What follows belongs to an exercise in optimizing a design on an open flow for small area, a short achievable clock period and few clock cycles; a production flow would make more cautious choices. In this exercise RTL edits were held to simulation tests only and were not proved equivalent to the original. No activity file was given, so power comes from the tool's default toggle rates.

===== flow/flow/run.sh =====
#!/bin/bash
# Standard layout; timing repair aimed at 20.7 ns of slack at the design's
# period, and a clock tree of fewer, larger sink clusters without dummy loads
set -euo pipefail
bash standard.sh SETUP_SLACK_MARGIN=20.7 \
  "CTS_ARGS=-sink_clustering_enable -repair_clock_nets -dont_use_dummy_load -sink_clustering_size 24 -sink_clustering_max_diameter 90" \
  > standard.log 2>&1

===== flow/standard.sh =====
#!/bin/bash
# synth_recipe.tcl (not shown) runs the flow's synth.tcl, then flattens the netlist and writes it again
# the make line also repeats each setting of config.mk as NAME=value (left out here)
make -C /OpenROAD-flow-scripts/flow DESIGN_CONFIG=/design/flow/config.mk WORK_HOME=/design/flow/orfs CLKGATE_MAP_FILE= SYNTH_SCRIPT=/design/flow/synth_recipe.tcl "${@:-finish}"

===== flow/design.v =====
`default_nettype none
package ppu_pkg;
  localparam int ROWS   = 16;                  
  localparam int SPIKES = 16;                  
  typedef logic [$clog2(ROWS)-1:0]     row_id_t;      
  typedef logic [SPIKES-1:0]           spike_pat_t;   
  typedef logic [$clog2(SPIKES+1)-1:0] popcnt_t;      
  typedef logic [ROWS-1:0]             row_mask_t;    
  typedef struct packed {
    row_id_t    addr;
    spike_pat_t pattern;
  } tile_write_t;
  typedef struct packed {
    row_id_t row_id;
    logic    last;                             
  } row_query_t;
  typedef struct packed {
    row_id_t   row_id;
    logic      last;
    row_mask_t subset_mask;                    
  } match_t;
  typedef struct packed {
    row_id_t    row_id;
    row_id_t    prefix_id;                     
    spike_pat_t residual;
    logic       last;
  } task_t;
  typedef enum logic [1:0] {
    SEQ_IDLE,                                  
    SEQ_ISSUE,                                 
    SEQ_DRAIN                                  
  } seq_state_t;
endpackage
`default_nettype wire
`timescale 1ns/1ps
`default_nettype none
module ppu_top
(
  input  logic        clk,
  input  logic        rst_n,
  input  logic        tile_wr_valid,           
  output logic        tile_wr_ready,
  input  logic [19:0] tile_wr,                 
  input  logic        tile_start,              
  output logic        busy,
  output logic        tile_done,
  output logic        task_valid,              
  input  logic        task_ready,
  output logic [24:0] task_data                
);
  localparam int ROWS = 16;
  logic        rdy_q;                          
  logic        busy_q;
  logic        done_q;
  logic        tv_q;                           
  logic        mv_q;                           
  logic [4:0]  p_q;                            
  logic [24:0] t_q;                            
  logic        we, start_acc, en, stall, take_last;
  assign we        = tile_wr_valid && rdy_q;
  assign start_acc = tile_start && rdy_q;
  assign en        = !tv_q || task_ready;
  assign stall     = tv_q && !task_ready;
  assign take_last = tv_q && task_ready && t_q[0];
  logic        wv_q;
  logic [3:0]  wa_q;
  logic [15:0] wd_q;
  logic [3:0]  wk;                             
  logic [4:0]  wcnt;
  logic [15:0] fw;                             
  always_ff @(posedge clk) begin
    if (!rst_n) wv_q <= 1'b0;
    else        wv_q <= we;
    wa_q <= tile_wr[19:16];
    wd_q <= tile_wr[15:0];
  end
  always_comb
    for (int j = 0; j < ROWS; j++) fw[j] = wv_q && (wa_q == j);
  logic [15:0] pat [ROWS];
  always_ff @(posedge clk) begin
    for (int j = 0; j < ROWS; j++)
      if (fw[j]) pat[j] <= wd_q;
  end
  always_comb begin
    wcnt = '0;
    for (int b = 0; b < 16; b++) wcnt = wcnt + {4'd0, wd_q[b]};
  end
  assign wk = wcnt[3:0] - 4'd1;               
  logic [15:0] nz_q;                           
  logic [3:0]  pk_q [ROWS];                    
  always_ff @(posedge clk) begin
    if (!rst_n) nz_q <= '0;
    else if (wv_q) nz_q[wa_q] <= |wd_q;
  end
  always_ff @(posedge clk) begin
    for (int j = 0; j < ROWS; j++)
      if (fw[j]) pk_q[j] <= wk;
  end
  logic [15:0] qa;
  logic [15:0] hit_a;
  logic        hit_w;
  always_comb begin
    qa = fw[p_q[3:0]] ? wd_q : pat[p_q[3:0]];
    hit_w = ((wd_q & ~qa) == 16'h0);
    for (int j = 0; j < ROWS; j++)
      hit_a[j] = (fw[j] ? hit_w : ((pat[j] & ~qa) == 16'h0)) && (p_q[3:0] != j);
  end
  logic [15:0] hit_q;
  logic [15:0] q_q;
  logic [3:0]  row_q;
  always_ff @(posedge clk) begin
    hit_q <= hit_a;
    q_q   <= qa;
    row_q <= p_q[3:0];
  end
  logic        nzr;
  logic [15:0] cand, a1, a2, best;
  logic        found;
  logic [3:0]  best_id;
  logic [15:0] pbest;
  logic [15:0] res;
  logic        g3, g2, g1, h3, h2, h1;
  logic        seen;
  always_comb begin
    nzr  = nz_q[row_q];
    cand = hit_q & nz_q & {16{nzr}};
    g3 = 1'b0; g2 = 1'b0; g1 = 1'b0;
    for (int j = 0; j < ROWS; j++) begin
      g3 = g3 | (cand[j] && pk_q[j][3:2] == 2'd3);
      g2 = g2 | (cand[j] && pk_q[j][3:2] >= 2'd2);
      g1 = g1 | (cand[j] && pk_q[j][3:2] >= 2'd1);
    end
    for (int j = 0; j < ROWS; j++)
      a1[j] = cand[j] && (pk_q[j][3:2] == 2'd3 || !g3)
                      && (pk_q[j][3:2] >= 2'd2 || !g2)
                      && (pk_q[j][3:2] >= 2'd1 || !g1);
    h3 = 1'b0; h2 = 1'b0; h1 = 1'b0;
    for (int j = 0; j < ROWS; j++) begin
      h3 = h3 | (a1[j] && pk_q[j][1:0] == 2'd3);
      h2 = h2 | (a1[j] && pk_q[j][1:0] >= 2'd2);
      h1 = h1 | (a1[j] && pk_q[j][1:0] >= 2'd1);
    end
    for (int j = 0; j < ROWS; j++)
      a2[j] = a1[j] && (pk_q[j][1:0] == 2'd3 || !h3)
                    && (pk_q[j][1:0] >= 2'd2 || !h2)
                    && (pk_q[j][1:0] >= 2'd1 || !h1);
    seen = 1'b0;
    for (int j = 0; j < ROWS; j++) begin
      best[j] = a2[j] && !seen;
      seen    = seen | a2[j];
    end
    found   = |cand;
    best_id = '0;
    pbest   = '0;
    for (int j = 0; j < ROWS; j++) begin
      if (best[j]) best_id = best_id | j[3:0];
      pbest = pbest | (pat[j] & {16{best[j]}});
    end
    res = q_q & ~pbest & {16{nzr}};            
  end
  always_ff @(posedge clk) begin
    if (en) t_q <= {row_q, found ? best_id : row_q, res, row_q == 4'd15};
  end
  always_ff @(posedge clk) begin
    if (!rst_n) begin
      rdy_q  <= 1'b1;
      busy_q <= 1'b0;
      done_q <= 1'b0;
      tv_q   <= 1'b0;
      mv_q   <= 1'b0;
      p_q    <= '0;
    end else begin
      done_q <= take_last;
      if (start_acc) begin
        rdy_q  <= 1'b0;
        busy_q <= 1'b1;
        p_q    <= 5'd1;
        mv_q   <= 1'b1;                        
      end else if (!busy_q) begin
        p_q    <= '0;
        mv_q   <= 1'b0;
      end else if (stall) begin
        p_q    <= {1'b0, t_q[24:21]} + 5'd1;   
        mv_q   <= 1'b0;
      end else begin
        if (!p_q[4]) p_q <= p_q + 5'd1;
        mv_q   <= !p_q[4];
      end
      if (take_last) begin
        busy_q <= 1'b0;
        rdy_q  <= 1'b1;
      end
      if (en) tv_q <= mv_q && busy_q;
    end
  end
  assign tile_wr_ready = rdy_q;
  assign busy          = busy_q;
  assign tile_done     = done_q;
  assign task_valid    = tv_q;
  assign task_data     = t_q;
endmodule
`default_nettype wire

===== flow/constraint.sdc =====
create_clock -name core_clock -period 26.5 [get_ports {clk}]
set_input_delay 5.3000 -clock core_clock [delete_from_list [all_inputs] [get_ports {clk}]]
set_output_delay 5.3000 -clock core_clock [all_outputs]
set_load 0.01 [all_outputs]

===== flow/config.mk =====
export PLATFORM = sky130hd
export DESIGN_NAME = ppu_top
export DESIGN_NICKNAME = ppu_top
export VERILOG_FILES = /design/flow/design.v
export SDC_FILE = /design/flow/constraint.sdc
export NUM_CORES = 4
export LEC_CHECK = 0
export CAP_MARGIN = 10
export CORE_MARGIN = 2
export CORE_UTILIZATION = 40
export SLEW_MARGIN = 10

==> results of run 1 <==
==> stage by stage <==
step / util [%] / hold WS [ns]
finish: 45.24 / 0.4627
global route: 45.23 / 0.4928
CTS: 44.93 / 0.4647
detailed placement: 43.72 / 0.4567
global placement: 43.72 / 0.4592
floorplan: - / 0.3709
==> per-layer routing <==
layer | vias up | share of wire [%] | GRT usage, %
met5 | - | 0.014 | 0
li1 | 7349 | - | -
met2 | 1528 | 43 | 50.46
met1 | 8958 | 38 | 44.79
met3 | 310 | 13 | 9.608
met4 | 2 | 5.5 | 14.01
==> state kept, by name (all words and copies together) (netlist names), 4 cells and up <==
signal and cells:
hit_q 16, nz_q 16, p_q 5, pat 256
pk_q 64, q_q 16, row_q 4, t_q 25
wa_q 4, wd_q 16
==> layout make-up <==
| cell class | instances | area [sq um] | share of cell area (%) |
|---|---|---|---|
| inverters | 121 | 457.9 | 1.965 |
| repair inverters | 1 | 7.507 | 0.03222 |
| clock buffers | 24 | 600.6 | 2.577 |
| flip-flops and latches | 428 | 12030 | 51.64 |
| well taps | 680 | 850.8 | 3.651 |
| diodes | 1 | 2.502 | 0.01074 |
| repair buffers | 147 | 1152 | 4.945 |
| multi-input cells | 1143 | 8198 | 35.18 |
==> cell usage in the layout (no fill, tap or decap), types with 7 or more instances in the layout <==
master | Yosys | layout
a211oi_1 | 27 | 22
a211oi_2 | 3 | 7
a21oi_1 | 53 | 50
a221o_1 | 15 | 15
a221oi_1 | 58 | 58
a222oi_1 | 60 | 60
a22o_1 | 14 | 14
a22oi_1 | 176 | 175
a31oi_1 | 17 | 17
a32oi_1 | 18 | 18
and2_1 | 23 | 22
and3_1 | 43 | 43
buf_2 | 14 | 21
buf_4 | 8 | 92
buf_6 | 0 | 9
clkbuf_16 | 0 | 24
clkdlybuf4s50_1 | 0 | 22
dfxtp_1 | 83 | 78
edfxtp_1 | 345 | 345
fa_1 | 11 | 11
ha_1 | 14 | 14
inv_1 | 120 | 119
mux2i_1 | 10 | 9
nand2_1 | 105 | 103
nand2b_1 | 10 | 9
nand3_1 | 107 | 106
nand4_1 | 35 | 35
nor2_1 | 102 | 101
nor3_1 | 25 | 24
nor4_1 | 10 | 8
o211ai_1 | 26 | 26
o21ai_0 | 20 | 19
o22a_1 | 15 | 15
o22ai_1 | 7 | 7
o31ai_1 | 11 | 11
or2_2 | 8 | 8
xnor2_1 | 8 | 7
==> timing repair <==
item / in CTS / in global routing
pin swaps: 0 / 3
setup endpoints to repair: 97 / 58
gates cloned: 2 / 0
hold endpoints to repair: 0 / 0
gates resized for setup: 138 / 24
setup buffers: 11 / 7
==> worst max path at each step <==
stage / from / endpoint / slack, ns / cells after the start
after floorplan: task_ready / t_q[0] / 20.58 / 2
after global placement: task_ready / p_q[0] / 19.59 / 6
after detailed placement: task_ready / p_q[0] / 19.62 / 6
after CTS: t_q[7] / task_data[7] / 19.98 / 1
after global routing: t_q[7] / task_data[7] / 19.97 / 1
final: t_q[7] / task_data[7] / 20.01 / 1
==> cell families after synthesis <==
logic type	after synthesis	share of synthesized area [%]
compound gates	583	22.32
xor+xnor	13	0.5438
fa+ha+maj	25	1.888
buf+inv	226	4.278
flops	428	57.41
mux	17	1.070
simple gates	504	12.48
==> power by group <==
part           switching [mW]  total [mW]  internal (mW)
registers              0.0107       0.786          0.775
clock network           0.217       0.378          0.161
logic                   0.118       0.162         0.0438
==> worst min-delay path, cell delays in order (launching register included) <==
cell and delay [ns]:
dfxtp_1 0.31, nand2_1 0.06, a21oi_1 0.06
==> results.json, run 1 <==
{
  "status": "no timing/DRC/antenna violations",
  "synth_top_area_cell": "edfxtp_1",
  "avgRoutedWirePerCell_microns": 36.07,
  "placedInstanceArea_sq_mm": 0.02252,
  "synth.most_common_cell": "edfxtp_1",
  "syn-cell-area_sq_mm": 0.02094,
  "row_count": 83,
  "yosys_warnings": 3,
  "fin_crit_sh_pct": 24.49,
  "ff2ff_setup_slack_ns": 20.81,
  "critPathBufInv": 1,
  "port_buffers": 53,
  "dr.pass1.iters": 14,
  "ctsRootBufferMaster": "clkbuf_16",
  "design_area_sq_mm": 0.02330,
  "placed_cells": 2500,
  "setup_ws_ns": 20.01,
  "ys_async_sr_fraction_pct": 0,
  "dr_total_vias": 18147,
  "via_per_inst": 7.130,
  "drv_slew": 0,
  "tightest_slew_ns": 1.224,
  "finalClockSkew_ns": 0.05825,
  "die-area_sq_mm": 0.05419,
  "place.gp.congestion": 1.017,
  "r2r_start": "row_q[3]",
  "synth_commonest_cells": "edfxtp_1, a22oi_1, inv_1",
  "netlist.area_leader.share_pct": 49.48,
  "slew_headroom_pct": 18.43,
  "finalSetupTns_ns": 0,
  "ys_ff_latch": 428,
  "fmax_mhz": 154.1,
  "grt_pass1_vias": 16848,
  "worstHoldPathCells": 2,
  "dieHeight_microns": 232.8,
  "worstSetupEndpointType": "output port",
  "max-vdd-ir-drop_mv": 0.05090,
  "crit_family": "flip-flops",
  "synthCells": 1796,
  "cts.htree.levels": 1,
  "cp.required_ns": 21.20,
  "timing.rr.end": "t_q[3]",
  "worstSetupPathType": "reg2out",
  "layout.cells.non_filler": 2545,
  "nets": 1916,
  "maxCapViolCount": 0,
  "drtIter0Drc": 3686,
  "clkLatencyLatePin_ns": 0.61,
  "min_to": "tv_q",
  "synth.avg_cell_area_sq_um": 11.66,
  "pre_cts_slack_ns": 19.62,
  "finalWirelength_microns": 91800,
  "cts_tree": "built",
  "finalHoldViolCount": 0,
  "grt_first_pass_wirelength_microns": 128300,
  "finalSetupViolations": 0,
  "path_max_fanout": 1,
  "grt_max_degree": 36,
  "drive_gt1_share_pct": 12.07,
  "ios": 54,
  "synth_cell_type_count": 87,
  "cts_inserted_buffers": 24,
  "grt_overflow": 0,
  "p_leak_nw": 8.017,
  "critPathSlowestCell": "edfxtp_1",
  "p_per_area_mw_per_mm2": 56.88,
  "syn2layout_area_growth_pct": 11.29,
  "antenna_left": 0,
  "reg2regPathDepth": 16,
  "rsz0062_at_grt": "true",
  "synthFlopType": "edfxtp_1",
  "yosysSeqAreaShare_pct": 57.41,
  "path_cells": "buf_2",
  "start_util_pct": 40.65,
  "n_fill_cell": 4739,
  "core_area_sq_mm": 0.05151,
  "min_path_type": "reg2reg",
  "synth_edf_count": 345,
  "grtUsageTotal_pct": 33.36,
  "period_minus_slack_ns": 6.491,
  "die_w_microns": 232.8,
  "clkSinkCount": 428,
  "clk_pin_slew_ns": 0.10,
  "hold_path_startpoint": "mv_q",
  "p_total_mw": 1.325,
  "crit_arrival_ns": 1.19,
  "critPathMaxStageDelay_ns": 0.43,
  "antenna_found_initial": 2,
  "clk_path_buf_depth": 3,
  "cp-start-kind": "flop",
  "cts_hold_buffers": 0,
  "syn_nets": 1846,
  "drc": 0,
  "yosys-top-cells-area": "edfxtp_1, dfxtp_1, a22oi_1",
  "dp_hpwl_microns": 62340
}
Testbench counts, summed over its fixed seeds: cycles 6,720.
==> run 2: changes to the inputs <==
==> flow/flow/run.sh (replaced) <==
#!/bin/bash
# Standard layout; timing repair aimed at 20.7 ns of slack at the design's
# period, a clock tree of fewer, larger sink clusters without dummy loads, and
# plain buf_2 port buffers (timing repair resizes them where needed)
set -euo pipefail
bash standard.sh SETUP_SLACK_MARGIN=20.7 \
  "CTS_ARGS=-sink_clustering_enable -repair_clock_nets -dont_use_dummy_load -sink_clustering_size 24 -sink_clustering_max_diameter 90" \
  "BUFFER_PORTS_ARGS=-buffer_cell sky130_fd_sc_hd__buf_2" \
  > standard.log 2>&1
==> run 2 against run 1 <==
  * Still clean on timing, DRC and antenna
  * Critical path depth did not move
  * Synthesized cell count did not move
  * Total power fell by 0.68%
  * Via count rose by 0.33%
  * First-iteration DRC count fell by 5.8%
  * Global-route usage fell by 0.063 points
  * Critical path type unchanged
  * Largest cell class unchanged
==> results.json, run 2 <==
{
  "status": "no timing/DRC/antenna violations",
  "placed_cells": 2501,
  "row_count": 83,
  "gr-usage-met2_pct": 49.95,
  "drc": 0,
  "final_cell_mix": "edfxtp_1, a22oi_1, inv_1",
  "pre_cts_slack_ns": 20.02,
  "synth_cell_type_count": 87,
  "ys_ff_latch": 428,
  "fin_crit_sh_pct": 24.66,
  "design_area_sq_mm": 0.02321,
  "slew_headroom_pct": 3.236,
  "cts_inserted_buffers": 23,
  "min_to": "tv_q",
  "synth_edf_count": 345,
  "via_per_inst": 7.156,
  "ios": 54,
  "maxCapViolCount": 0,
  "clk_path_buf_depth": 3,
  "crit_start": "t_q[21]",
  "met3_usage_pct": 8.186,
  "max-vdd-ir-drop_mv": 0.04845,
  "place.gp.congestion": 1.022,
  "dieHeight_microns": 232.8,
  "largest-register": "pat",
  "placedInstanceArea_sq_mm": 0.02226,
  "crit_family": "flip-flops",
  "critPathSlowestCell": "edfxtp_1",
  "worstSetupEndpointType": "output port",
  "finalSetupTns_ns": 0,
  "reg2regPathDepth": 17,
  "setup_ws_ns": 19.97,
  "ys_async_sr_fraction_pct": 0,
  "synth.most_common_cell": "edfxtp_1",
  "path_max_fanout": 2,
  "clkLatencyLatePin_ns": 0.60,
  "whs_ns": 0.4707,
  "p_leak_nw": 8.036,
  "syn2layout_area_growth_pct": 10.87,
  "grtUsageTotal_pct": 33.30,
  "syn-cell-area_sq_mm": 0.02094,
  "worstSetupPathType": "reg2out",
  "start_util_pct": 40.65,
  "tightest_slew_ns": 1.451,
  "grt_max_degree": 36,
  "largest_reg_flops": 256,
  "r2r_start": "row_q[2]",
  "drtIter0Drc": 3471,
  "ff2ff_setup_slack_ns": 20.95,
  "die_w_microns": 232.8,
  "antenna_found_initial": 6,
  "period_minus_slack_ns": 6.534,
  "clk_pin_slew_ns": 0.09,
  "synth.avg_cell_area_sq_um": 11.66,
  "path_cells": "buf_2",
  "final_core_util_pct": 45.07,
  "port_buffers": 53,
  "finalWirelength_microns": 91270,
  "dr.pass1.iters": 11,
  "drive_gt1_share_pct": 13.20,
  "p_total_mw": 1.316,
  "dr_total_vias": 18206,
  "timing.rr.end": "t_q[8]",
  "dp_hpwl_microns": 62790,
  "layout.cells.non_filler": 2544,
  "netlist.area_leader.share_pct": 49.48,
  "ctsRootBufferMaster": "clkbuf_16",
  "drv_slew": 0,
  "n_fill_cell": 4782,
  "critPathMaxStageDelay_ns": 0.48,
  "cp.required_ns": 21.20,
  "mostFrequentLayoutCell": "edfxtp_1",
  "largestRegisters": "pat (256), pk_q (64), t_q (25)",
  "cp-start-kind": "flop",
  "die-area_sq_mm": 0.05419,
  "rsz0062_at_grt": "true",
  "cts.htree.levels": 1,
  "fmax_mhz": 153.0,
  "busiest_layer": "met2",
  "synthCells": 1796,
  "clkSinkCount": 428,
  "finalSetupViolations": 0,
  "nets": 1916,
  "syn_nets": 1846,
  "synth_top_area_cell": "edfxtp_1",
  "use_met1_pct": 45.10,
  "core_area_sq_mm": 0.05151,
  "p_per_area_mw_per_mm2": 56.70,
  "yosysSeqAreaShare_pct": 57.41,
  "critPathBufInv": 1,
  "hold_path_startpoint": "mv_q",
  "crit_arrival_ns": 1.23,
  "antenna_left": 0,
  "finalHoldViolCount": 0,
  "avgRoutedWirePerCell_microns": 35.88,
  "min_path_type": "reg2reg",
  "yosys_warnings": 3,
  "synthFlopType": "edfxtp_1",
  "diodes": 0,
  "finalClockSkew_ns": 0.07451,
  "grt_overflow": 0,
  "grt_pass1_vias": 17088,
  "synth_commonest_cells": "edfxtp_1, a22oi_1, inv_1",
  "yosys-top-cells-area": "edfxtp_1, dfxtp_1, a22oi_1",
  "worstHoldPathCells": 2,
  "grt_first_pass_wirelength_microns": 128100,
  "cts_tree": "built"
}
[run 2: cell counts after synthesis]
No cell type changed its count.
[run 2: kinds of logic after synthesis]
kind of cell               share of synthesized area [%]
DFF                                                57.41
xor gates and xnor gates                          0.5438
and+or+nand+nor                                    12.48
muxes                                              1.070
buffers and inverters                              4.278
adders and majority gates                          1.888
AOI/OAI and AO/OA                                  22.32
[run 2: routing by layer]
metal | up-vias | part of all wire, %
li1 | 7349 | -
met1 | 8902 | 38
met2 | 1607 | 43
met3 | 342 | 13
met4 | 6 | 6.1
met5 | - | 0.057
[run 2: how the worst max path moves through the flow]
stage                               end  slack, ns  cells after the start
after floorplan                  t_q[0]      20.58                      2
after global placement           p_q[0]      19.99                      5
after detailed placement         p_q[0]      20.02                      5
after CTS                 task_data[21]      19.97                      1
after global routing      task_data[21]      19.96                      1
final                     task_data[21]      19.97                      1
[run 2: layout make-up]
cell class,count,area (sq um),area share [%]
multi-input cells,1143,8222,35.42
flip-flops and latches,428,12030,51.83
clock buffers,23,575.6,2.479
well taps,680,850.8,3.665
inverters,121,454.2,1.956
repair buffers,149,1081,4.657
[run 2: what timing repair did]
action | CTS | global route
setup endpoints to repair | 49 | 66
buffers inserted | 14 | 5
pin swaps | 2 | 2
resized for setup | 24 | 22
cloned | 1 | 0
hold buffers | 0 | 0
[run 2: power breakdown]
part	switching (mW)	leakage (nW)	internal [mW]
clock network	0.213	0.283	0.155
logic	0.119	3.88	0.0441
registers	0.0108	3.87	0.775
==> run 3: changes to the inputs <==
--- a/flow/config.mk
+++ b/flow/config.mk
@@ -5,7 +5,7 @@
 export SDC_FILE = /design/flow/constraint.sdc
 export NUM_CORES = 4
 export LEC_CHECK = 0
-export CAP_MARGIN = 10
+export CAP_MARGIN = 20
 export CORE_MARGIN = 2
 export CORE_UTILIZATION = 40
-export SLEW_MARGIN = 10
+export SLEW_MARGIN = 20
==> run 3 against run 2 <==
  * Clock skew is 0.036 ns lower
  * Synthesized cell count unchanged
  * Wire length is 0.33% higher
  * Clock power up 2%
  * First-iteration DRC count is 1.7% higher
==> results.json, run 3 <==
{
  "seq_area_sq_mm": 0.01203,
  "synth_compound_area_share_pct": 22.32,
  "synth_top_family_by_area": "compound AO/OA/AOI/OAI gates",
  "synthCells": 1796,
  "placed_cells": 2502,
  "rsz0062_at_grt": "true",
  "drc": 0,
  "antenna_left": 0,
  "design_area_sq_mm": 0.02328,
  "largest-register": "pat",
  "via_per_inst": 7.111,
  "ys_async_sr_fraction_pct": 0,
  "finalSetupViolations": 0,
  "yosys.area_share.xor_xnor_pct": 0.5438,
  "drv_slew": 0,
  "dp_hpwl_microns": 62950,
  "ys_ff_latch": 428,
  "cts_tree": "built",
  "critPathMaxStageDelay_ns": 0.49,
  "synth_commonest_cells": "edfxtp_1, a22oi_1, inv_1",
  "layout.cells.non_filler": 2550,
  "status": "no timing/DRC/antenna violations",
  "ctsRootBufferMaster": "clkbuf_16",
  "dieHeight_microns": 232.8,
  "n_fill_cell": 4789,
  "die-area_sq_mm": 0.05419,
  "port_buffers": 53,
  "cts.htree.levels": 1,
  "worstSetupEndpointType": "output port",
  "cp-start-kind": "flop",
  "clk_pin_slew_ns": 0.10,
  "synthSimpleGateAreaFrac_pct": 12.48,
  "dr_total_vias": 18134,
  "grt_max_degree": 36,
  "dr.pass1.iters": 13,
  "clk_path_buf_depth": 3,
  "avgRoutedWirePerCell_microns": 35.91,
  "synthMuxAreaShare_pct": 1.070,
  "yosysSeqAreaShare_pct": 57.41,
  "path_max_fanout": 2,
  "place.gp.congestion": 1.022,
  "finalClockSkew_ns": 0.03868,
  "clkLatencyLatePin_ns": 0.59,
  "period_minus_slack_ns": 6.554,
  "nets": 1921,
  "max-vdd-ir-drop_mv": 0.04869,
  "row_count": 83,
  "netlist.area_leader.share_pct": 49.48,
  "fin_crit_sh_pct": 24.73,
  "path_cells": "buf_2",
  "critPathSlowestCell": "edfxtp_1",
  "placedInstanceArea_sq_mm": 0.02228,
  "worstSetupPathType": "reg2out",
  "slew_headroom_pct": 20.35,
  "drive_gt1_share_pct": 13.48,
  "tightest_slew_ns": 1.195,
  "maxCapViolCount": 0,
  "p_leak_nw": 8.061,
  "synthFlopType": "edfxtp_1",
  "synthAdderAreaFrac_pct": 1.888,
  "core_area_sq_mm": 0.05151,
  "finalHoldViolCount": 0,
  "yosys-top-cells-area": "edfxtp_1, dfxtp_1, a22oi_1",
  "crit_arrival_ns": 1.25,
  "cts_inserted_buffers": 24,
  "critPathBufInv": 1,
  "antenna_found_initial": 3,
  "synth.most_common_cell": "edfxtp_1",
  "grt_overflow": 0,
  "grt_pass1_vias": 17041,
  "cp.required_ns": 21.20,
  "synth_edf_count": 345,
  "clkSinkCount": 428,
  "finalSetupTns_ns": 0,
  "syn-cell-area_sq_mm": 0.02094,
  "start_util_pct": 40.65,
  "die_w_microns": 232.8,
  "synth_top_area_cell": "edfxtp_1",
  "multi_input_area_sq_mm": 0.008228,
  "synth_cell_type_count": 87,
  "drtIter0Drc": 3530,
  "mostFrequentLayoutCell": "edfxtp_1",
  "fmax_mhz": 152.6,
  "final_cell_mix": "edfxtp_1, a22oi_1, inv_1",
  "yosys_warnings": 3,
  "largestRegisters": "pat (256), pk_q (64), t_q (25)",
  "synth.avg_cell_area_sq_um": 11.66,
  "min_path_type": "reg2reg",
  "finalWirelength_microns": 91570,
  "syn_nets": 1846,
  "grt_first_pass_wirelength_microns": 127800,
  "largest_reg_flops": 256,
  "syn2layout_area_growth_pct": 11.17,
  "crit_family": "flip-flops",
  "cts_hold_buffers": 0,
  "grtUsageTotal_pct": 33.23,
  "p_per_area_mw_per_mm2": 56.74,
  "ios": 54
}
## run 3: changes by cell type in the layout (fill, tap and decap cells not counted), sizes merged
cell	delta
clkinv	+1
diode	+1
inv	-1
buf	+4
clkbuf	+1
## run 3: final timing paths
check | depth (start not counted) | start | slack [ns] | endpoint
min reg2reg | 2 | mv_q | 0.46 | tv_q
max | 1 | t_q[21] | 19.95 | task_data[21]
min | 2 | mv_q | 0.46 | tv_q
max reg2reg | 18 | row_q[2] | 20.82 | t_q[14]
## run 3: worst reg2reg max path, stage by stage (launching register included)
cell and delay (ns):
dfxtp_1 0.53, mux4_2 0.29, o22ai_1 0.12, a31oi_4 0.43, buf_6 0.34, inv_2 0.21, a2111o_1 0.42, or3_1 0.39
o211ai_2 0.15, nor4_4 0.10, buf_4 0.18, buf_4 0.17, a21oi_1 0.30, a2bb2oi_4 0.24, nand3b_1 0.21, nor2_2 0.65
buf_4 0.32, a32oi_1 0.15, and3_1 0.25
## run 3: routing by layer
metal	vias up	wire [microns]	part of all wire [%]	GRT usage, %
li1	7349	-	-	-
met1	8870	35100	38	44.90
met2	1583	38940	43	50.07
met3	328	11670	13	8.137
met4	4	5826	6.4	15.90
met5	-	31	0.034	0
## run 3: stage by stage
stage	hold WS [ns]	util (%)	total power, mW	setup WS, ns
after floorplan	0.3709	-	0.8769	20.58
after global placement	0.4455	43.22	0.9544	19.99
after detailed placement	0.4539	43.24	0.9550	20.01
after CTS	0.4655	44.87	1.322	19.95
after global routing	0.4867	45.19	1.359	19.93
final	0.4637	45.19	1.321	19.95
## run 3: cell type report
type,count,share of cell area [%]
timing repair buffer,153,4.779
antenna,1,0.01075
sequential,428,51.68
clock buffer,24,2.580
tap,680,3.655
inverter,121,1.951
multi-input combinational,1143,35.35
## run 3: kinds of logic after synthesis
family / Yosys count
mux: 17
simple gates: 504
compound gates: 583
xor+xnor: 13
buf+inv: 226
flops: 428
fa+ha+maj: 25
## run 3: repair_timing
action	in CTS	in global routing
setup buffers	14	8
pin swaps	2	3
gates cloned	1	0
endpoints found under the setup margin	49	66
gates resized for setup	27	18
## run 3: power breakdown
part           internal, mW  switching (mW)  leakage (nW)  total [mW]
Combinational        0.0441           0.118          3.90       0.162
Sequential            0.775          0.0109          3.87       0.786
Clock                 0.161           0.212         0.296       0.374
==> run 4: changes to the inputs <==
==> flow/flow/run.sh (replaced) <==
#!/bin/bash
# Standard layout; timing repair aimed at 19.8 ns of slack at the design's
# period, and a clock tree of fewer, larger sink clusters without dummy loads
set -euo pipefail
bash standard.sh SETUP_SLACK_MARGIN=19.8 \
  "CTS_ARGS=-sink_clustering_enable -repair_clock_nets -dont_use_dummy_load -sink_clustering_size 24 -sink_clustering_max_diameter 90" \
  > standard.log 2>&1
==> run 4 against run 3 <==
  * Cell count is 1.0% lower
  * Total power is 0.32% lower
  * Non-clock buffer count is 24 lower
  * Sequential power hardly changed
  * Register-to-register slack worse by 0.88 ns
  * First-iteration DRC count is 8.0% higher
  * Sequential cell count stayed put
  * Critical endpoint is now task_data[22]
==> results.json, run 4 <==
{
  "antenna_found_initial": 1,
  "period_minus_slack_ns": 6.654,
  "cts.htree.levels": 1,
  "grt_overflow": 0,
  "clkSinkCount": 428,
  "start_util_pct": 40.65,
  "syn_nets": 1846,
  "crit_arrival_ns": 1.35,
  "clkLatencyLatePin_ns": 0.59,
  "status": "no timing/DRC/antenna violations",
  "core_area_sq_mm": 0.05151,
  "drive_gt1_share_pct": 9.061,
  "n_fill_cell": 4793,
  "crit_family": "flip-flops",
  "syn-cell-area_sq_mm": 0.02094,
  "grtUsageTotal_pct": 32.97,
  "maxCapViolCount": 0,
  "ys_ff_latch": 428,
  "drtIter0Drc": 3812,
  "via_per_inst": 7.150,
  "synth_top_area_cell": "edfxtp_1",
  "synth_edf_count": 345,
  "yosys_warnings": 3,
  "avgRoutedWirePerCell_microns": 36.04,
  "synth_top_family_by_area": "compound AO/OA/AOI/OAI gates",
  "antenna_left": 0,
  "rsz0062_at_grt": "false",
  "ys_async_sr_fraction_pct": 0,
  "final_cell_mix": "edfxtp_1, a22oi_1, inv_1",
  "largest_reg_flops": 256,
  "row_count": 83,
  "worstSetupPathType": "reg2out",
  "die_w_microns": 232.8,
  "synth_commonest_cells": "edfxtp_1, a22oi_1, inv_1",
  "p_leak_nw": 7.921,
  "cts_inserted_buffers": 23,
  "slew_headroom_pct": 11.41,
  "port_buffers": 53,
  "dp_hpwl_microns": 62230,
  "min_path_type": "reg2reg",
  "grt_pass1_vias": 16835,
  "netlist.area_leader.share_pct": 49.48,
  "critPathMaxStageDelay_ns": 0.45,
  "grt_max_degree": 38,
  "largest-register": "pat",
  "synth.avg_cell_area_sq_um": 11.66,
  "finalSetupViolations": 0,
  "fmax_mhz": 150.3,
  "path_max_fanout": 2,
  "synthSimpleGateAreaFrac_pct": 12.48,
  "critPathSlowestCell": "edfxtp_1",
  "clk_path_buf_depth": 3,
  "synth.most_common_cell": "edfxtp_1",
  "finalSetupTns_ns": 0,
  "nets": 1895,
  "finalWirelength_microns": 90960,
  "path_cells": "dlygate4sd2_1",
  "yosys.area_share.xor_xnor_pct": 0.5438,
  "synthAdderAreaFrac_pct": 1.888,
  "final_core_util_pct": 44.84,
  "finalHoldViolCount": 0,
  "max-vdd-ir-drop_mv": 0.04623,
  "synth_cell_type_count": 87,
  "cp-start-kind": "flop",
  "p_per_area_mw_per_mm2": 57.01,
  "clk_pin_slew_ns": 0.09,
  "die-area_sq_mm": 0.05419,
  "ios": 54,
  "drv_slew": 0,
  "worstSetupEndpointType": "output port",
  "ctsRootBufferMaster": "clkbuf_16",
  "dr.pass1.iters": 9,
  "mostFrequentLayoutCell": "edfxtp_1",
  "synth_compound_area_share_pct": 22.32,
  "fin_crit_sh_pct": 25.11,
  "cp.required_ns": 21.20,
  "synthFlopType": "edfxtp_1",
  "dr_total_vias": 18046,
  "tightest_slew_ns": 1.329,
  "drc": 0,
  "synthCells": 1796,
  "syn2layout_area_growth_pct": 10.30,
  "largestRegisters": "pat (256), pk_q (64), t_q (25)",
  "grt_first_pass_wirelength_microns": 126300,
  "yosysSeqAreaShare_pct": 57.41,
  "finalClockSkew_ns": 0.03347,
  "place.gp.congestion": 1.035,
  "critPathBufInv": 1,
  "yosys-top-cells-area": "edfxtp_1, dfxtp_1, a22oi_1",
  "synthMuxAreaShare_pct": 1.070,
  "dieHeight_microns": 232.8,
  "cts_tree": "built"
}
[run 4: cell counts after synthesis]
No cell type changed its count.
[run 4: cells by family (layout without fill, tap and decap cells)]
group / Yosys count / after routing
other: 0 / 1
and+or+nand+nor: 504 / 504
DFF: 428 / 428
adders and majority gates: 25 / 25
AOI/OAI and AO/OA: 583 / 583
xor gates and xnor gates: 13 / 13
buffers and inverters: 226 / 273
muxes: 17 / 17
[run 4: what timing repair did]
action,4_1_cts,5_1_grt
hold buffers,0,0
setup endpoints to repair,30,10
buffers inserted,4,3
pin swaps,0,1
resized for setup,33,1
[run 4: area by class of cell]
cell class,instances,area (sq um),area share (%)
well taps,680,850.8,3.684
repair buffers,129,1084,4.692
inverters,121,454.2,1.967
diodes,1,2.502,0.01084
flip-flops and latches,428,12020,52.06
clock buffers,23,575.6,2.492
multi-input cells,1142,8104,35.09
[run 4: routing by layer]
| metal | vias to the layer above | routed length [microns] | global-route usage [%] |
|---|---|---|---|
| li1 | 7305 | - | - |
| met4 | 2 | 5140 | 15.21 |
| met1 | 8854 | 35320 | 44.65 |
| met5 | - | 12 | 0 |
| met2 | 1565 | 38930 | 49.40 |
| met3 | 320 | 11560 | 8.701 |
[run 4: path summary, 6_finish.rpt]
path,cells after the start,from,slack (ns),endpoint
min reg2reg,2,mv_q,0.46,tv_q
min,2,mv_q,0.46,tv_q
max reg2reg,16,pk_q[5][3],19.94,t_q[15]
max,1,t_q[22],19.85,task_data[22]
[run 4: power by group]
| group | switching (mW) | leakage, nW | internal (mW) |
|---|---|---|---|
| registers | 0.0111 | 3.87 | 0.775 |
| logic | 0.116 | 3.77 | 0.0440 |
| clock network | 0.216 | 0.283 | 0.155 |
| total | 0.343 | 7.92 | 0.973 |
[run 4: through the flow]
| step | instances | setup WS, ns | cell area [sq um] | hold WS, ns | total power [mW] |
|---|---|---|---|---|---|
| 6_report | 2524 | 19.85 | 23090 | 0.4610 | 1.317 |
| 5_1_grt | 2523 | 19.81 | 23090 | 0.4846 | 1.353 |
| 4_1_cts | 2520 | 19.70 | 23050 | 0.4565 | 1.316 |
| 3_5_place_dp | 2493 | 19.61 | 22480 | 0.4477 | 0.9586 |
| 3_3_place_gp | 2493 | 19.53 | 22480 | 0.4392 | 0.9567 |
| 2_1_floorplan | 1796 | 20.21 | 20940 | 0.3709 | 0.8767 |
==> run 5: changes to the inputs <==
==> flow/flow/run.sh (replaced) <==
#!/bin/bash
# Standard layout; timing repair aimed at 20.0 ns of slack at the design's
# period, and a clock tree of fewer, larger sink clusters without dummy loads
set -euo pipefail
bash standard.sh SETUP_SLACK_MARGIN=20.0 \
  "CTS_ARGS=-sink_clustering_enable -repair_clock_nets -dont_use_dummy_load -sink_clustering_size 24 -sink_clustering_max_diameter 90" \
  > standard.log 2>&1
==> run 5 against run 4 <==
  * Largest cell class unchanged
  * Still clean
  * Sequential power hardly changed
  * Critical endpoint is now task_data[16]
  * Total power is 0.16% higher
  * Worst setup slack better by 0.12 ns
  * Clock skew is 0.00067 ns lower
  * Hold slack worse by 0.0029 ns
==> results.json, run 5 <==
{
  "placedInstanceArea_sq_mm": 0.02248,
  "cp-start-kind": "flop",
  "p_leak_nw": 7.861,
  "critPathSlowestCell": "edfxtp_1",
  "path_cells": "buf_2",
  "die-area_sq_mm": 0.05419,
  "placed_cells": 2493,
  "min_path_type": "reg2reg",
  "netlist.area_leader.share_pct": 49.48,
  "ios": 54,
  "clk_pin_slew_ns": 0.10,
  "clkLatencyLatePin_ns": 0.59,
  "period_minus_slack_ns": 6.534,
  "design_area_sq_mm": 0.02303,
  "largest-register": "pat",
  "power.switching_mw": 0.3451,
  "fin_crit_sh_pct": 24.65,
  "via_per_inst": 7.176,
  "tightest_slew_ns": 1.309,
  "final_cell_mix": "edfxtp_1, a22oi_1, inv_1",
  "dr.pass1.iters": 14,
  "slew_headroom_pct": 12.73,
  "finalWirelength_microns": 91100,
  "drv_slew": 0,
  "final_core_util_pct": 44.71,
  "dp_hpwl_microns": 62230,
  "ys_async_sr_fraction_pct": 0,
  "cts_hold_buffers": 0,
  "core_area_sq_mm": 0.05151,
  "p_int_mw": 0.9735,
  "drtIter0Drc": 3730,
  "avgRoutedWirePerCell_microns": 36.04,
  "clk_path_buf_depth": 3,
  "worstSetupEndpointType": "output port",
  "sw_frac_of_total_pct": 26.17,
  "max-vdd-ir-drop_mv": 0.04638,
  "dieHeight_microns": 232.8,
  "finalHoldViolCount": 0,
  "synth.avg_cell_area_sq_um": 11.66,
  "mostFrequentLayoutCell": "edfxtp_1",
  "p_per_area_mw_per_mm2": 57.26,
  "n_fill_cell": 4793,
  "finalClockSkew_ns": 0.03280,
  "clkSinkCount": 428,
  "ys_ff_latch": 428,
  "largestRegisters": "pat (256), pk_q (64), t_q (25)",
  "finalSetupViolations": 0,
  "cts.htree.levels": 1,
  "combPwrFrac_pct": 12.3,
  "syn_nets": 1846,
  "grt_max_degree": 38,
  "dr_total_vias": 18141,
  "synth_edf_count": 345,
  "antenna_found_initial": 1,
  "cts_tree": "built",
  "worstSetupPathType": "reg2out",
  "critPathBufInv": 1,
  "seq_area_sq_mm": 0.01203,
  "synth_commonest_cells": "edfxtp_1, a22oi_1, inv_1",
  "grtUsageTotal_pct": 32.99,
  "ctsRootBufferMaster": "clkbuf_16",
  "grt_first_pass_wirelength_microns": 126300,
  "p_clk_share_pct": 28.2,
  "synth_cell_type_count": 87,
  "start_util_pct": 40.65,
  "layout.cells.non_filler": 2528,
  "cp.required_ns": 21.20,
  "largest_reg_flops": 256,
  "die_w_microns": 232.8,
  "status": "no timing/DRC/antenna violations",
  "critPathMaxStageDelay_ns": 0.47,
  "place.gp.congestion": 1.035,
  "p_seq_share_pct": 59.6,
  "port_buffers": 53,
  "nets": 1899,
  "crit_arrival_ns": 1.23,
  "synthFlopType": "edfxtp_1",
  "path_max_fanout": 1,
  "row_count": 83,
  "drc": 0,
  "rsz0062_at_grt": "true",
  "antenna_left": 0,
  "drive_gt1_share_pct": 10.88,
  "yosys-top-cells-area": "edfxtp_1, dfxtp_1, a22oi_1",
  "syn2layout_area_growth_pct": 9.985,
  "maxCapViolCount": 0,
  "grt_pass1_vias": 16856,
  "crit_family": "flip-flops",
  "synthCells": 1796,
  "synth.most_common_cell": "edfxtp_1",
  "fmax_mhz": 153.1,
  "grt_overflow": 0,
  "multi_input_area_sq_mm": 0.008115,
  "synth_top_area_cell": "edfxtp_1",
  "yosys_warnings": 3,
  "finalSetupTns_ns": 0,
  "cts_inserted_buffers": 23,
  "syn-cell-area_sq_mm": 0.02094,
  "yosysSeqAreaShare_pct": 57.41
}
run 5: repair_timing:
action,in CTS,in global routing
gates resized for setup,115,3
setup buffers,10,1
pin swaps,1,0
setup endpoints to repair,40,16
gates cloned,0,0
run 5: final timing paths:
path            start             to  slack [ns]  cells after the start
max           t_q[16]  task_data[16]       19.97                      1
max reg2reg  row_q[3]        t_q[15]       20.02                     17
min reg2reg      mv_q           tv_q        0.46                      2
min              mv_q           tv_q        0.46                      2
run 5: power by group through the flow:
stage          logic, mW  clock network (mW)  registers (mW)
2_1_floorplan     0.0780                   0           0.799
3_3_place_gp       0.156                   0           0.801
3_5_place_dp       0.158                   0           0.801
4_1_cts            0.157               0.373           0.785
5_1_grt            0.171               0.395           0.787
6_report           0.162               0.372           0.786
run 5: layout make-up:
cell class / count / share of cell area, %
flip-flops and latches: 428 / 52.23
multi-input cells: 1142 / 35.24
repair buffers: 133 / 4.357
well taps: 680 / 3.694
clock buffers: 23 / 2.499
inverters: 121 / 1.972
diodes: 1 / 0.01087
run 5: metal layers:
| metal | vias up | track usage, % | wire, microns |
|---|---|---|---|
| li1 | 7303 | - | - |
| met1 | 8868 | 44.70 | 35450 |
| met2 | 1594 | 49.29 | 38680 |
| met3 | 374 | 8.713 | 11380 |
| met4 | 2 | 15.37 | 5580 |
| met5 | - | 0 | 12 |
run 5: kinds of logic after synthesis:
kind of cell | count (synthesis) | share of synthesized area, %
multiplexers | 17 | 1.070
buffers and inverters | 226 | 4.278
AND/OR/NAND/NOR | 504 | 12.48
AO/OA/AOI/OAI | 583 | 22.32
flip-flops | 428 | 57.41
XOR/XNOR | 13 | 0.5438
adder cells (fa/ha/maj) | 25 | 1.888
run 5: stage by stage:
step	hold slack (ns)	total power [mW]	worst slack (ns)
floorplan	0.3709	0.8767	20.21
global placement	0.4392	0.9567	19.53
detailed placement	0.4477	0.9586	19.61
CTS	0.4546	1.315	19.92
global route	0.4831	1.353	19.92
finish	0.4581	1.319	19.97
==> run 6: changes to the inputs <==
==> flow/flow/run.sh (replaced) <==
#!/bin/bash
# Standard layout; timing repair aimed at 20.2 ns of slack at the design's
# period, and a clock tree of fewer, larger sink clusters without dummy loads
set -euo pipefail
bash standard.sh SETUP_SLACK_MARGIN=20.2 \
  "CTS_ARGS=-sink_clustering_enable -repair_clock_nets -dont_use_dummy_load -sink_clustering_size 24 -sink_clustering_max_diameter 90" \
  > standard.log 2>&1
==> run 6 against run 5 <==
  * Via count fell by 0.19%
  * Design area rose by 0.20%
  * Hold slack improved by 0.00067 ns
  * Critical path type unchanged
  * Largest power group unchanged
==> results.json, run 6 <==
{
  "status": "no timing/DRC/antenna violations",
  "p_per_area_mw_per_mm2": 57.14,
  "place.gp.congestion": 1.035,
  "drtIter0Drc": 3694,
  "crit_arrival_ns": 1.24,
  "placed_cells": 2493,
  "critPathMaxStageDelay_ns": 0.47,
  "grt_pass1_vias": 16856,
  "path_max_fanout": 1,
  "worstSetupEndpointType": "output port",
  "critPathSlowestCell": "edfxtp_1",
  "ff2ff_setup_slack_ns": 20.30,
  "dp_hpwl_microns": 62230,
  "netlist.area_leader.share_pct": 49.48,
  "clk_pin_slew_ns": 0.10,
  "p_seq_share_pct": 59.6,
  "largestRegisters": "pat (256), pk_q (64), t_q (25)",
  "final_core_util_pct": 44.80,
  "tightest_slew_ns": 1.305,
  "grt_first_pass_wirelength_microns": 126300,
  "rsz0062_at_grt": "true",
  "grtUsageTotal_pct": 32.99,
  "ctsRootBufferMaster": "clkbuf_16",
  "port_buffers": 53,
  "combPwrFrac_pct": 12.3,
  "synth_cell_type_count": 87,
  "final_cell_mix": "edfxtp_1, a22oi_1, inv_1",
  "setup_ws_ns": 19.96,
  "crit_family": "flip-flops",
  "sw_frac_of_total_pct": 26.14,
  "cp-start-kind": "flop",
  "synth_commonest_cells": "edfxtp_1, a22oi_1, inv_1",
  "die_w_microns": 232.8,
  "dieHeight_microns": 232.8,
  "fin_crit_sh_pct": 24.67,
  "mostFrequentLayoutCell": "edfxtp_1",
  "layout.cells.non_filler": 2531,
  "placedInstanceArea_sq_mm": 0.02248,
  "antenna_found_initial": 1,
  "setup.worst_path.end": "task_data[16]",
  "finalSetupTns_ns": 0,
  "max-vdd-ir-drop_mv": 0.04653,
  "ys_async_sr_fraction_pct": 0,
  "timing.rr.end": "t_q[17]",
  "synth_top_area_cell": "edfxtp_1",
  "p_leak_nw": 7.886,
  "largest-register": "pat",
  "drc": 0,
  "largest_reg_flops": 256,
  "p_int_mw": 0.9739,
  "power.switching_mw": 0.3446,
  "core_area_sq_mm": 0.05151,
  "grt_max_degree": 38,
  "finalClockSkew_ns": 0.03209,
  "pre_cts_slack_ns": 19.61,
  "cts.htree.levels": 1,
  "p_clk_share_pct": 28.1,
  "yosys_warnings": 3,
  "antenna_left": 0,
  "syn2layout_area_growth_pct": 10.21,
  "drive_gt1_share_pct": 11.19,
  "syn-cell-area_sq_mm": 0.02094,
  "yosysSeqAreaShare_pct": 57.41,
  "crit_start": "t_q[16]",
  "synthCells": 1796,
  "syn_nets": 1846,
  "design_area_sq_mm": 0.02308,
  "ys_ff_latch": 428,
  "yosys-top-cells-area": "edfxtp_1, dfxtp_1, a22oi_1",
  "p_total_mw": 1.319,
  "synth_edf_count": 345,
  "grt_overflow": 0,
  "multi_input_area_sq_mm": 0.008120,
  "seq_area_sq_mm": 0.01203,
  "worstSetupPathType": "reg2out",
  "cts_inserted_buffers": 23,
  "ios": 54,
  "dr_total_vias": 18107,
  "min_path_type": "reg2reg",
  "reg2regPathDepth": 16,
  "dr.pass1.iters": 11,
  "path_cells": "buf_2",
  "row_count": 83,
  "synth.avg_cell_area_sq_um": 11.66,
  "synthFlopType": "edfxtp_1",
  "clk_path_buf_depth": 3,
  "finalWirelength_microns": 91200,
  "n_fill_cell": 4792,
  "cts_tree": "built",
  "via_per_inst": 7.154,
  "slew_headroom_pct": 12.99,
  "clkSinkCount": 428,
  "finalHoldViolCount": 0,
  "critPathBufInv": 1,
  "finalSetupViolations": 0,
  "cp.required_ns": 21.20,
  "cp.depth": 1,
  "maxCapViolCount": 0,
  "whs_ns": 0.4587,
  "avgRoutedWirePerCell_microns": 36.03,
  "period_minus_slack_ns": 6.537,
  "fmax_mhz": 153.0,
  "synth.most_common_cell": "edfxtp_1",
  "start_util_pct": 40.65,
  "nets": 1902,
  "drv_slew": 0,
  "r2r_start": "row_q[2]",
  "cts_hold_buffers": 0,
  "clkLatencyLatePin_ns": 0.59,
  "die-area_sq_mm": 0.05419
}
==> run 6: cell count changes in the layout (fill, tap and decap cells not counted), sizes merged <==
cell           before  now
buf               105  111
clkdlybuf4s15       3    0
==> run 6: logic make-up (layout without fill, tap and decap cells) <==
group	count (synthesis)	count (layout)	synth area share, %
muxes	17	17	1.070
buffers and inverters	226	280	4.278
and+or+nand+nor	504	504	12.48
adders and majority gates	25	25	1.888
AOI/OAI and AO/OA	583	583	22.32
DFF	428	428	57.41
other	0	1	0
xor gates and xnor gates	13	13	0.5438
==> run 6: per-layer routing <==
metal | vias to the layer above | track usage (%) | wire (microns) | part of all wire [%]
met5 | - | 0 | 12 | 0.013
met4 | 2 | 15.37 | 5400 | 5.9
met3 | 356 | 8.713 | 11210 | 12
met2 | 1566 | 49.29 | 38900 | 43
met1 | 8873 | 44.70 | 35670 | 39
li1 | 7310 | - | - | -
==> run 6: worst min path at each step <==
stage / end / start / slack [ns] / depth (start not counted)
2_1_floorplan: row_q[3] / p_q[3] / 0.37 / 0
3_3_place_gp: tv_q / mv_q / 0.44 / 2
3_5_place_dp: tv_q / mv_q / 0.45 / 2
4_1_cts: tv_q / mv_q / 0.45 / 2
5_1_grt: tv_q / mv_q / 0.48 / 2
6_report: tv_q / mv_q / 0.46 / 2
==> run 6: area by class of cell <==
type | count | area share (%)
tap | 680 | 3.687
sequential | 428 | 52.13
inverter | 121 | 1.968
multi-input combinational | 1142 | 35.19
timing repair buffer | 136 | 4.522
clock buffer | 23 | 2.494
antenna | 1 | 0.01084
==> run 6: what timing repair did <==
action	CTS	global route
endpoints found under the setup margin	48	48
setup buffers	10	4
endpoints found under the hold margin	0	0
pin swaps	1	1
resized for setup	127	5
==> run 6: power groups by stage <==
stage          clock network [mW]  logic (mW)  registers (mW)
3_5_place_dp                    0       0.158           0.801
5_1_grt                     0.395       0.172           0.786
3_3_place_gp                    0       0.156           0.801
2_1_floorplan                   0      0.0780           0.799
4_1_cts                     0.373       0.157           0.785
6_report                    0.370       0.163           0.786

[afterwards: timing with drivers on the ports]
How much do the figures lean on ideal ports? The routed layouts below were timed once more, with nothing changed but the port constraints.
Step 1 (the two cells are an assumption about what drives the block):
set clk [get_ports {clk}]
set_driving_cell -lib_cell sky130_fd_sc_hd__clkbuf_16 $clk
set_driving_cell -lib_cell sky130_fd_sc_hd__buf_2 [delete_from_list [all_inputs] $clk]
Step 2 also shifts input and output timing later by t, the mid clock arrival at the registers, as if the neighbouring blocks saw the same clock.
a / b / c = no drivers / after step 1 / after step 2; a / b = the first two.
run | t, ns | setup WS [ns] | worst setup path at the end | clock arrival spread, ns | slew at the worst register clock pin (ns)
run 1 | 0.641 | 20.009 / 19.948 / 20.148 | input to register | 0.060 / 0.061 | 0.10 / 0.10
run 2 | 0.629 | 19.966 / 19.904 / 20.187 | input to register | 0.074 / 0.074 | 0.11 / 0.11
run 3 | 0.633 | 19.946 / 19.887 / 20.203 | input to register | 0.038 / 0.039 | 0.10 / 0.10
run 4 | 0.637 | 19.846 / 19.783 / 19.645 | input to register | 0.033 / 0.033 | 0.10 / 0.10
run 5 | 0.641 | 19.967 / 19.903 / 19.661 | input to register | 0.035 / 0.035 | 0.10 / 0.10
run 6 | 0.637 | 19.963 / 19.900 / 19.790 | input to register | 0.033 / 0.033 | 0.10 / 0.10
After both steps setup and hold are still met in every run listed. The setup slack of run 5, which loses most, moves by -0.064 ns with the drivers and by -0.306 ns with both steps.
